This is an optimization exercise on Yosys and OpenROAD, whose aim is small area, not a production implementation. Where RTL was checked, it was by simulation tests only, not by an equivalence proof against the original. Power is estimated from default activity; no workload was simulated.

==> flow/design.v <==
package avalon_flit_bridge_mc_pkg;
  localparam logic [2:0] REG_STATUS  = 3'd0;
  localparam logic [2:0] REG_TX_DATA = 3'd1;
  localparam logic [2:0] REG_RX_DATA = 3'd2;
  localparam logic [2:0] REG_IRQ_EN  = 3'd3;
  localparam logic [2:0] REG_CH_SEL  = 3'd4;
  localparam logic [2:0] REG_COUNT   = 3'd5;
  localparam logic [2:0] REG_DROPS   = 3'd6;
  localparam logic [2:0] REG_CLEAR   = 3'd7;
  localparam int STAT_RX_NE_LSB = 0;
  localparam int STAT_TX_NF_LSB = 8;
  localparam int STAT_UNDERFLOW = 16;
  localparam int STAT_OVERFLOW  = 17;
  localparam int CLEAR_STICKY_BIT = 0;
  localparam int CLEAR_FLUSH_BIT  = 1;
  localparam logic [15:0] DROPS_MAX = 16'hFFFF;
endpackage
module flit_fifo #(
  parameter int W       = 32,
  parameter int DEPTH   = 8,
  parameter bit KEEP_WR = 1'b0
) (
  input  logic                     CLK,
  input  logic                     RST,
  input  logic                     enq,
  input  logic [W-1:0]             enq_data,
  input  logic                     deq,
  input  logic                     flush,
  input  logic [DEPTH-1:0]         wr_oh_ext,
  output logic [DEPTH*W-1:0]       mem_flat,
  output logic [DEPTH-1:0]         rd_oh,
  output logic [$clog2(DEPTH)-1:0] ptr,
  output logic                     full,
  output logic                     empty,
  output logic [$clog2(DEPTH):0]   count
);
  localparam int AW = $clog2(DEPTH);
  logic [W-1:0]     mem [DEPTH];
  logic [AW-1:0]    ptr_q;    
  logic [AW:0]      cnt;
  logic [DEPTH-1:0] wr_oh;
  logic             do_enq;
  logic             do_deq;
  assign empty = (cnt == '0);
  assign full  = cnt[AW];
  assign count = cnt;
  assign ptr   = ptr_q;
  assign do_deq = deq && !empty && !flush;
  assign do_enq = enq && (!full || do_deq) && !flush;
  always_comb begin
    for (int k = 0; k < DEPTH; k++) begin
      rd_oh[k] = !KEEP_WR && (ptr_q == AW'(k));
      wr_oh[k] = KEEP_WR ? (ptr_q == AW'(k)) : wr_oh_ext[k];
      mem_flat[k*W +: W] = mem[k];
    end
  end
  always_ff @(posedge CLK or posedge RST) begin
    if (RST) begin
      cnt <= '0;
    end else if (flush) begin
      cnt <= '0;
    end else begin
      if (do_enq && !do_deq)      cnt <= cnt + (AW+1)'(1);
      else if (!do_enq && do_deq) cnt <= cnt - (AW+1)'(1);
    end
  end
  always_ff @(posedge CLK) begin
    if (KEEP_WR ? do_enq : do_deq) ptr_q <= ptr_q + AW'(1);
  end
  always_ff @(posedge CLK) begin
    for (int k = 0; k < DEPTH; k++)
      if (do_enq && wr_oh[k]) mem[k] <= enq_data;
  end
endmodule
module avalon_flit_bridge_mc #(
  parameter int NUM_CH   = 4,
  parameter int FLIT_W   = 32,
  parameter int TX_DEPTH = 8,
  parameter int RX_DEPTH = 8
) (
  input  logic                       CLK,
  input  logic                       RST,
  input  logic [2:0]                 avs_address,
  input  logic                       avs_read,
  output logic [31:0]                avs_readdata,
  output logic                       avs_readdatavalid,
  input  logic                       avs_write,
  input  logic [31:0]                avs_writedata,
  output logic                       irq,
  output logic [NUM_CH*FLIT_W-1:0]   deq_flit,
  output logic [NUM_CH-1:0]          RDY_deq_flit,
  input  logic [NUM_CH-1:0]          EN_deq_flit,
  input  logic [NUM_CH*FLIT_W-1:0]   enq_flit,
  input  logic [NUM_CH-1:0]          EN_enq_flit,
  output logic [NUM_CH-1:0]          RDY_enq_flit
);
  localparam int TXA = $clog2(TX_DEPTH);
  localparam int RXA = $clog2(RX_DEPTH);
  localparam int TXC = TXA + 1;
  localparam int RXC = RXA + 1;
  logic [NUM_CH-1:0] tx_full, tx_empty, rx_full, rx_empty;
  logic [NUM_CH-1:0] tx_enq, rx_deq, flush, sel_mask;
  logic [TXC-1:0]    tx_count [NUM_CH];
  logic [RXC-1:0]    rx_count [NUM_CH];
  logic [TXA-1:0]    tx_rd_ptr [NUM_CH];
  logic [RXA-1:0]    rx_wr_ptr [NUM_CH];
  logic [TX_DEPTH*FLIT_W-1:0] tx_mem [NUM_CH];
  logic [RX_DEPTH*FLIT_W-1:0] rx_mem [NUM_CH];
  logic [TX_DEPTH-1:0] tx_rd_oh [NUM_CH];
  logic [TX_DEPTH-1:0] tx_wr_oh;
  logic [RX_DEPTH-1:0] rx_rd_oh;
  logic [1:0]        ch_sel;    
  logic [NUM_CH-1:0] irq_en;
  logic [15:0]       drops;
  logic              underflow, overflow;
  logic              rd_acc, wr_acc, tx_push_req, rx_pop_req, tx_drop, rd_rx;
  logic              sel_rx_empty, sel_tx_full, sel_core_deq;
  logic [TXC-1:0]    sel_tx_count;
  logic [RXC-1:0]    sel_rx_count;
  logic [TXA-1:0]    sel_tx_rd_ptr, sel_tx_wr_ptr;
  logic [RXA-1:0]    sel_rx_wr_ptr, sel_rx_rd_ptr;
  logic [31:0]       rd_mux, rx_rd;
  for (genvar i = 0; i < NUM_CH; i++) begin : g_ch
    flit_fifo #(.W(FLIT_W), .DEPTH(TX_DEPTH), .KEEP_WR(1'b0)) u_tx (
      .CLK       (CLK),
      .RST       (RST),
      .enq       (tx_enq[i]),
      .enq_data  (avs_writedata[FLIT_W-1:0]),
      .deq       (EN_deq_flit[i]),
      .flush     (flush[i]),
      .wr_oh_ext (tx_wr_oh),
      .mem_flat  (tx_mem[i]),
      .rd_oh     (tx_rd_oh[i]),
      .ptr       (tx_rd_ptr[i]),
      .full      (tx_full[i]),
      .empty     (tx_empty[i]),
      .count     (tx_count[i])
    );
    flit_fifo #(.W(FLIT_W), .DEPTH(RX_DEPTH), .KEEP_WR(1'b1)) u_rx (
      .CLK       (CLK),
      .RST       (RST),
      .enq       (EN_enq_flit[i]),
      .enq_data  (enq_flit[i*FLIT_W +: FLIT_W]),
      .deq       (rx_deq[i]),
      .flush     (flush[i]),
      .wr_oh_ext ('0),
      .mem_flat  (rx_mem[i]),
      .rd_oh     (),
      .ptr       (rx_wr_ptr[i]),
      .full      (rx_full[i]),
      .empty     (rx_empty[i]),
      .count     (rx_count[i])
    );
    always_comb begin
      deq_flit[i*FLIT_W +: FLIT_W] = '0;
      for (int k = 0; k < TX_DEPTH; k++)
        deq_flit[i*FLIT_W +: FLIT_W] |= tx_mem[i][k*FLIT_W +: FLIT_W] & {FLIT_W{tx_rd_oh[i][k]}};
    end
  end
  assign RDY_deq_flit = ~tx_empty;
  assign RDY_enq_flit = ~rx_full;
  assign rd_acc = avs_read;
  assign wr_acc = avs_write && !avs_read;
  always_comb begin
    sel_mask      = '0;
    sel_rx_empty  = 1'b1;
    sel_tx_full   = 1'b0;
    sel_core_deq  = 1'b0;
    sel_tx_count  = '0;
    sel_rx_count  = '0;
    sel_tx_rd_ptr = '0;
    sel_rx_wr_ptr = '0;
    for (int i = 0; i < NUM_CH; i++) begin
      if (ch_sel == 2'(i)) begin
        sel_mask[i]   = 1'b1;
        sel_rx_empty  = rx_empty[i];
        sel_tx_full   = tx_full[i];
        sel_core_deq  = EN_deq_flit[i];
        sel_tx_count  = tx_count[i];
        sel_rx_count  = rx_count[i];
        sel_tx_rd_ptr = tx_rd_ptr[i];
        sel_rx_wr_ptr = rx_wr_ptr[i];
      end
    end
  end
  assign sel_tx_wr_ptr = sel_tx_rd_ptr + sel_tx_count[TXA-1:0];
  assign sel_rx_rd_ptr = sel_rx_wr_ptr - sel_rx_count[RXA-1:0];
  always_comb begin
    for (int k = 0; k < TX_DEPTH; k++) tx_wr_oh[k] = (sel_tx_wr_ptr == TXA'(k));
    for (int k = 0; k < RX_DEPTH; k++) rx_rd_oh[k] = (sel_rx_rd_ptr == RXA'(k));
  end
  assign tx_push_req = wr_acc && (avs_address == avalon_flit_bridge_mc_pkg::REG_TX_DATA);
  assign rx_pop_req  = rd_acc && (avs_address == avalon_flit_bridge_mc_pkg::REG_RX_DATA);
  assign tx_enq      = tx_push_req ? sel_mask : '0;
  assign rx_deq      = rx_pop_req  ? sel_mask : '0;
  assign flush       = (wr_acc && (avs_address == avalon_flit_bridge_mc_pkg::REG_CLEAR) && avs_writedata[avalon_flit_bridge_mc_pkg::CLEAR_FLUSH_BIT])
                       ? sel_mask : '0;
  assign tx_drop     = tx_push_req && sel_tx_full && !sel_core_deq;
  assign rd_rx = (avs_address == avalon_flit_bridge_mc_pkg::REG_RX_DATA);
  always_comb begin
    rx_rd = '0;
    for (int i = 0; i < NUM_CH; i++)
      for (int k = 0; k < RX_DEPTH; k++)
        rx_rd |= rx_mem[i][k*FLIT_W +: FLIT_W]
                 & {FLIT_W{rd_rx && !sel_rx_empty && sel_mask[i] && rx_rd_oh[k]}};
  end
  always_comb begin
    rd_mux = rx_rd;
    case (avs_address)
      avalon_flit_bridge_mc_pkg::REG_STATUS: begin
        rd_mux[avalon_flit_bridge_mc_pkg::STAT_RX_NE_LSB +: NUM_CH] = ~rx_empty;
        rd_mux[avalon_flit_bridge_mc_pkg::STAT_TX_NF_LSB +: NUM_CH] = ~tx_full;
        rd_mux[avalon_flit_bridge_mc_pkg::STAT_UNDERFLOW]           = underflow;
        rd_mux[avalon_flit_bridge_mc_pkg::STAT_OVERFLOW]            = overflow;
      end
      avalon_flit_bridge_mc_pkg::REG_IRQ_EN:  rd_mux[NUM_CH-1:0] = irq_en;
      avalon_flit_bridge_mc_pkg::REG_CH_SEL:  rd_mux[2:0]        = {1'b0, ch_sel};
      avalon_flit_bridge_mc_pkg::REG_COUNT: begin
        rd_mux[7:0]  = 8'(sel_rx_count);
        rd_mux[15:8] = 8'(sel_tx_count);
      end
      avalon_flit_bridge_mc_pkg::REG_DROPS:   rd_mux[15:0]       = drops;
      default: ;
    endcase
  end
  always_ff @(posedge CLK or posedge RST) begin
    if (RST) begin
      ch_sel    <= '0;
      irq_en    <= '0;
      drops     <= '0;
      underflow <= 1'b0;
      overflow  <= 1'b0;
      irq       <= 1'b0;
    end else begin
      if (wr_acc) begin
        case (avs_address)
          avalon_flit_bridge_mc_pkg::REG_IRQ_EN: irq_en <= avs_writedata[NUM_CH-1:0];
          avalon_flit_bridge_mc_pkg::REG_CH_SEL: if (avs_writedata < 32'(NUM_CH)) ch_sel <= avs_writedata[1:0];
          avalon_flit_bridge_mc_pkg::REG_DROPS:  drops <= '0;
          avalon_flit_bridge_mc_pkg::REG_CLEAR: begin
            if (avs_writedata[avalon_flit_bridge_mc_pkg::CLEAR_STICKY_BIT]) begin
              underflow <= 1'b0;
              overflow  <= 1'b0;
            end
          end
          default: ;
        endcase
      end
      if (tx_drop) begin
        overflow <= 1'b1;
        if (drops != avalon_flit_bridge_mc_pkg::DROPS_MAX) drops <= drops + 16'd1;
      end
      if (rx_pop_req && sel_rx_empty) underflow <= 1'b1;
      irq <= |(~rx_empty & irq_en);
    end
  end
  always_ff @(posedge CLK or posedge RST) begin
    if (RST) avs_readdatavalid <= 1'b0;
    else     avs_readdatavalid <= rd_acc;
  end
  always_ff @(posedge CLK) avs_readdata <= rd_mux;
endmodule
==> flow/config.mk <==
export PLATFORM = sky130hd
export DESIGN_NAME = avalon_flit_bridge_mc
export DESIGN_NICKNAME = avalon_flit_bridge_mc
export VERILOG_FILES = /design/flow/design.v
export SDC_FILE = /design/flow/constraint.sdc
export NUM_CORES = 4
export LEC_CHECK = 0
export CAP_MARGIN = 20
export CORE_MARGIN = 2
export CORE_UTILIZATION = 65
export PLACE_DENSITY = 0.8
export SLEW_MARGIN = 20
==> flow/constraint.sdc <==
create_clock -name core_clock -period 5.5 [get_ports {CLK}]
set_input_delay 1.1000 -clock core_clock [delete_from_list [all_inputs] [get_ports {CLK}]]
set_output_delay 1.1000 -clock core_clock [all_outputs]
set_load 0.01 [all_outputs]
standard.sh (not shown) runs the stock make flow with config.mk's settings and CLKGATE_MAP_FILE= SYNTH_SCRIPT=/design/flow/synth_recipe.tcl, a recipe that flattens the netlist after the stock synthesis.
==> flow/flow/run.sh <==
#!/bin/bash
# ORFS layout as standard.sh runs it, with these changes:
#  - synthesis maps the logic with an area-oriented ABC script and lets ABC
#    map the small adders too (no adder cells); the registers are unchanged,
#  - port buffers use the smallest buffer cell,
#  - CTS uses larger sink clusters and no dummy loads.
set -euo pipefail
rm -rf scripts_area
cp -r "$FLOW_HOME/scripts" scripts_area
cp flow/abc_speed.script scripts_area/abc_speed.script
export BUFFER_PORTS_ARGS="-buffer_cell sky130_fd_sc_hd__buf_1"
export CTS_ARGS="-sink_clustering_enable -repair_clock_nets -dont_use_dummy_load -sink_clustering_size 16 -sink_clustering_max_diameter 60 -buf_list sky130_fd_sc_hd__clkbuf_8"
ADDER_MAP_FILE= SCRIPTS_DIR="$PWD/scripts_area" bash standard.sh synth > synth.log 2>&1
bash standard.sh > standard.log 2>&1
==> flow/flow/abc_speed.script <==
&get -n
&st
&syn2
&dch -f
&nf -R 1000 -p -C 32
&put
Next try:
--- a/flow/design.v
+++ b/flow/design.v
@@ -65,6 +65,7 @@
     end
   end
-  always_ff @(posedge CLK) begin
-    if (KEEP_WR ? do_enq : do_deq) ptr_q <= ptr_q + AW'(1);
+  always_ff @(posedge CLK or posedge RST) begin
+    if (RST)                            ptr_q <= '0;
+    else if (KEEP_WR ? do_enq : do_deq) ptr_q <= ptr_q + AW'(1);
   end
   always_ff @(posedge CLK) begin
@@ -144,5 +145,5 @@
       .deq       (rx_deq[i]),
       .flush     (flush[i]),
-      .wr_oh_ext ('0),
+      .wr_oh_ext ({RX_DEPTH{1'b0}}),
       .mem_flat  (rx_mem[i]),
       .rd_oh     (),
@@ -152,9 +153,10 @@
       .count     (rx_count[i])
     );
-    always_comb begin
-      deq_flit[i*FLIT_W +: FLIT_W] = '0;
-      for (int k = 0; k < TX_DEPTH; k++)
-        deq_flit[i*FLIT_W +: FLIT_W] |= tx_mem[i][k*FLIT_W +: FLIT_W] & {FLIT_W{tx_rd_oh[i][k]}};
-    end
+    logic [FLIT_W-1:0] tx_or [TX_DEPTH+1];
+    assign tx_or[0] = '0;
+    for (genvar k = 0; k < TX_DEPTH; k++) begin : g_tx_rd
+      assign tx_or[k+1] = tx_or[k] | (tx_mem[i][k*FLIT_W +: FLIT_W] & {FLIT_W{tx_rd_oh[i][k]}});
+    end
+    assign deq_flit[i*FLIT_W +: FLIT_W] = tx_or[TX_DEPTH];
   end
   assign RDY_deq_flit = ~tx_empty;
@@ -198,11 +200,14 @@
   assign tx_drop     = tx_push_req && sel_tx_full && !sel_core_deq;
   assign rd_rx = (avs_address == avalon_flit_bridge_mc_pkg::REG_RX_DATA);
-  always_comb begin
-    rx_rd = '0;
-    for (int i = 0; i < NUM_CH; i++)
-      for (int k = 0; k < RX_DEPTH; k++)
-        rx_rd |= rx_mem[i][k*FLIT_W +: FLIT_W]
-                 & {FLIT_W{rd_rx && !sel_rx_empty && sel_mask[i] && rx_rd_oh[k]}};
-  end
+  logic [FLIT_W-1:0] rx_or [NUM_CH*RX_DEPTH+1];
+  assign rx_or[0] = '0;
+  for (genvar i = 0; i < NUM_CH; i++) begin : g_rx_rd_ch
+    for (genvar k = 0; k < RX_DEPTH; k++) begin : g_rx_rd
+      assign rx_or[i*RX_DEPTH+k+1] = rx_or[i*RX_DEPTH+k]
+        | (rx_mem[i][k*FLIT_W +: FLIT_W]
+           & {FLIT_W{rd_rx && !sel_rx_empty && sel_mask[i] && rx_rd_oh[k]}});
+    end
+  end
+  assign rx_rd = rx_or[NUM_CH*RX_DEPTH];
   always_comb begin
     rd_mux = rx_rd;
Effect: Wire length goes down slightly; core utilization goes down by 0.66 points; first-iteration DRC count goes down by a few percent; critical path depth goes down by 2; setup slack gains 110 ps; cell area is about the same; combinational power goes up by a quarter to a third; global-route usage goes down by 0.60 points; maximum frequency goes up by a few percent; non-clock buffer count does not change; synthesized area hardly moves; hold slack loses 38 ps; cell count goes up slightly; register-to-register slack gains 110 ps.
For the first run of this note, only the layout was checked, not whether the RTL still works.

## rev 12
RTL: the design.v shown in full above, as it stands there.
==> flow/config.mk <==
export PLATFORM = sky130hd
export DESIGN_NAME = avalon_flit_bridge_mc
export DESIGN_NICKNAME = avalon_flit_bridge_mc
export VERILOG_FILES = /design/flow/design.v
export SDC_FILE = /design/flow/constraint.sdc
export NUM_CORES = 4
export LEC_CHECK = 0
export CAP_MARGIN = 20
export CORE_MARGIN = 2
export CORE_UTILIZATION = 40
export SLEW_MARGIN = 20
==> flow/constraint.sdc <==
create_clock -name core_clock -period 5.5 [get_ports {CLK}]
set_input_delay 1.1000 -clock core_clock [delete_from_list [all_inputs] [get_ports {CLK}]]
set_output_delay 1.1000 -clock core_clock [all_outputs]
set_load 0.01 [all_outputs]
Scripts as last shown in full above: flow/flow/run.sh, flow/flow/abc_speed.script
Rev 12: PASS, flow complete, no timing, DRC or antenna violations
Here is what was changed in the inputs of rev 13 compared with rev 12.
--- a/flow/design.v
+++ b/flow/design.v
@@ -62,12 +62,13 @@
     end else begin
       if (do_enq && !do_deq)      cnt <= cnt + (AW+1)'(1);
       else if (!do_enq && do_deq) cnt <= cnt - (AW+1)'(1);
     end
   end
-  always_ff @(posedge CLK) begin
-    if (KEEP_WR ? do_enq : do_deq) ptr_q <= ptr_q + AW'(1);
+  always_ff @(posedge CLK or posedge RST) begin
+    if (RST)                            ptr_q <= '0;
+    else if (KEEP_WR ? do_enq : do_deq) ptr_q <= ptr_q + AW'(1);
   end
   always_ff @(posedge CLK) begin
     for (int k = 0; k < DEPTH; k++)
       if (do_enq && wr_oh[k]) mem[k] <= enq_data;
   end
@@ -141,23 +142,24 @@
       .RST       (RST),
       .enq       (EN_enq_flit[i]),
       .enq_data  (enq_flit[i*FLIT_W +: FLIT_W]),
       .deq       (rx_deq[i]),
       .flush     (flush[i]),
-      .wr_oh_ext ('0),
+      .wr_oh_ext ({RX_DEPTH{1'b0}}),
       .mem_flat  (rx_mem[i]),
       .rd_oh     (),
       .ptr       (rx_wr_ptr[i]),
       .full      (rx_full[i]),
       .empty     (rx_empty[i]),
       .count     (rx_count[i])
     );
-    always_comb begin
-      deq_flit[i*FLIT_W +: FLIT_W] = '0;
-      for (int k = 0; k < TX_DEPTH; k++)
-        deq_flit[i*FLIT_W +: FLIT_W] |= tx_mem[i][k*FLIT_W +: FLIT_W] & {FLIT_W{tx_rd_oh[i][k]}};
-    end
+    logic [FLIT_W-1:0] tx_or [TX_DEPTH+1];
+    assign tx_or[0] = '0;
+    for (genvar k = 0; k < TX_DEPTH; k++) begin : g_tx_rd
+      assign tx_or[k+1] = tx_or[k] | (tx_mem[i][k*FLIT_W +: FLIT_W] & {FLIT_W{tx_rd_oh[i][k]}});
+    end
+    assign deq_flit[i*FLIT_W +: FLIT_W] = tx_or[TX_DEPTH];
   end
   assign RDY_deq_flit = ~tx_empty;
   assign RDY_enq_flit = ~rx_full;
   assign rd_acc = avs_read;
   assign wr_acc = avs_write && !avs_read;
@@ -195,17 +197,20 @@
   assign rx_deq      = rx_pop_req  ? sel_mask : '0;
   assign flush       = (wr_acc && (avs_address == avalon_flit_bridge_mc_pkg::REG_CLEAR) && avs_writedata[avalon_flit_bridge_mc_pkg::CLEAR_FLUSH_BIT])
                        ? sel_mask : '0;
   assign tx_drop     = tx_push_req && sel_tx_full && !sel_core_deq;
   assign rd_rx = (avs_address == avalon_flit_bridge_mc_pkg::REG_RX_DATA);
-  always_comb begin
-    rx_rd = '0;
-    for (int i = 0; i < NUM_CH; i++)
-      for (int k = 0; k < RX_DEPTH; k++)
-        rx_rd |= rx_mem[i][k*FLIT_W +: FLIT_W]
-                 & {FLIT_W{rd_rx && !sel_rx_empty && sel_mask[i] && rx_rd_oh[k]}};
-  end
+  logic [FLIT_W-1:0] rx_or [NUM_CH*RX_DEPTH+1];
+  assign rx_or[0] = '0;
+  for (genvar i = 0; i < NUM_CH; i++) begin : g_rx_rd_ch
+    for (genvar k = 0; k < RX_DEPTH; k++) begin : g_rx_rd
+      assign rx_or[i*RX_DEPTH+k+1] = rx_or[i*RX_DEPTH+k]
+        | (rx_mem[i][k*FLIT_W +: FLIT_W]
+           & {FLIT_W{rd_rx && !sel_rx_empty && sel_mask[i] && rx_rd_oh[k]}});
+    end
+  end
+  assign rx_rd = rx_or[NUM_CH*RX_DEPTH];
   always_comb begin
     rd_mux = rx_rd;
     case (avs_address)
       avalon_flit_bridge_mc_pkg::REG_STATUS: begin
         rd_mux[avalon_flit_bridge_mc_pkg::STAT_RX_NE_LSB +: NUM_CH] = ~rx_empty;
## What came out
- Lower first-pass GRT wire length was reported by rev 12, not rev 13.
- Net count after synthesis up about 0.8% in rev 13 wrt rev 12
- For final design instance area without fill, rev 12 and rev 13 come out practically identical.
- Higher non-clock buffer count was reported by rev 13, not rev 12.
- Compared with rev 12, rev 13 is hungrier on power.
- Diff rev 12 -> rev 13: total routed wire length on the met1 layer climbed about 2.2%; overall die area did not really move; share of the synthesized area in compound gates (AO/OA/AOI/OAI) was more or less identical; total vias in the final route +0.79%.
- When the final numbers for rev 13 and rev 12 were put side by side, the non-clock inverter count in the final layout turned out to be greater in rev 12.
For rev 12, only the layout was checked, not whether the RTL still works.

separate check: timing with driven ports:
How much do the figures lean on ideal ports? The routed layouts below were timed once more, with nothing changed but the port constraints.
Step 1: set_driving_cell puts a clkbuf_16 on CLK and a buf_2 on each other input, an assumption about the parent block.
Step 2 moves the port delays by t, midway between the first and last clock arrival at a register: inputs arrive t later, outputs are due t later. That takes back most of the time a late clock gives input paths.
a / b / c = ideal / step 1 / step 2; a / b = the first two.
run | shift t [ns] | setup WS [ns] | clock arrival spread, ns | worst slew at a driven data input, ns
the first run of note 1 | 0.930 | 0.657 / 0.657 / 0.657 | 0.096 / 0.096 | 0.17
the second run of note 1 | 0.937 | 0.769 / 0.769 / 0.667 | 0.088 / 0.088 | 0.21
rev 12 | 0.995 | 0.777 / 0.777 / 0.777 | 0.107 / 0.106 | 0.21
rev 13 | 0.991 | 0.826 / 0.826 / 0.826 | 0.118 / 0.118 | 0.19
After both steps setup and hold are still met in every run listed. The setup slack of the second run of note 1, which loses most, moves by 0.000 ns with the drivers and by -0.102 ns with both steps.
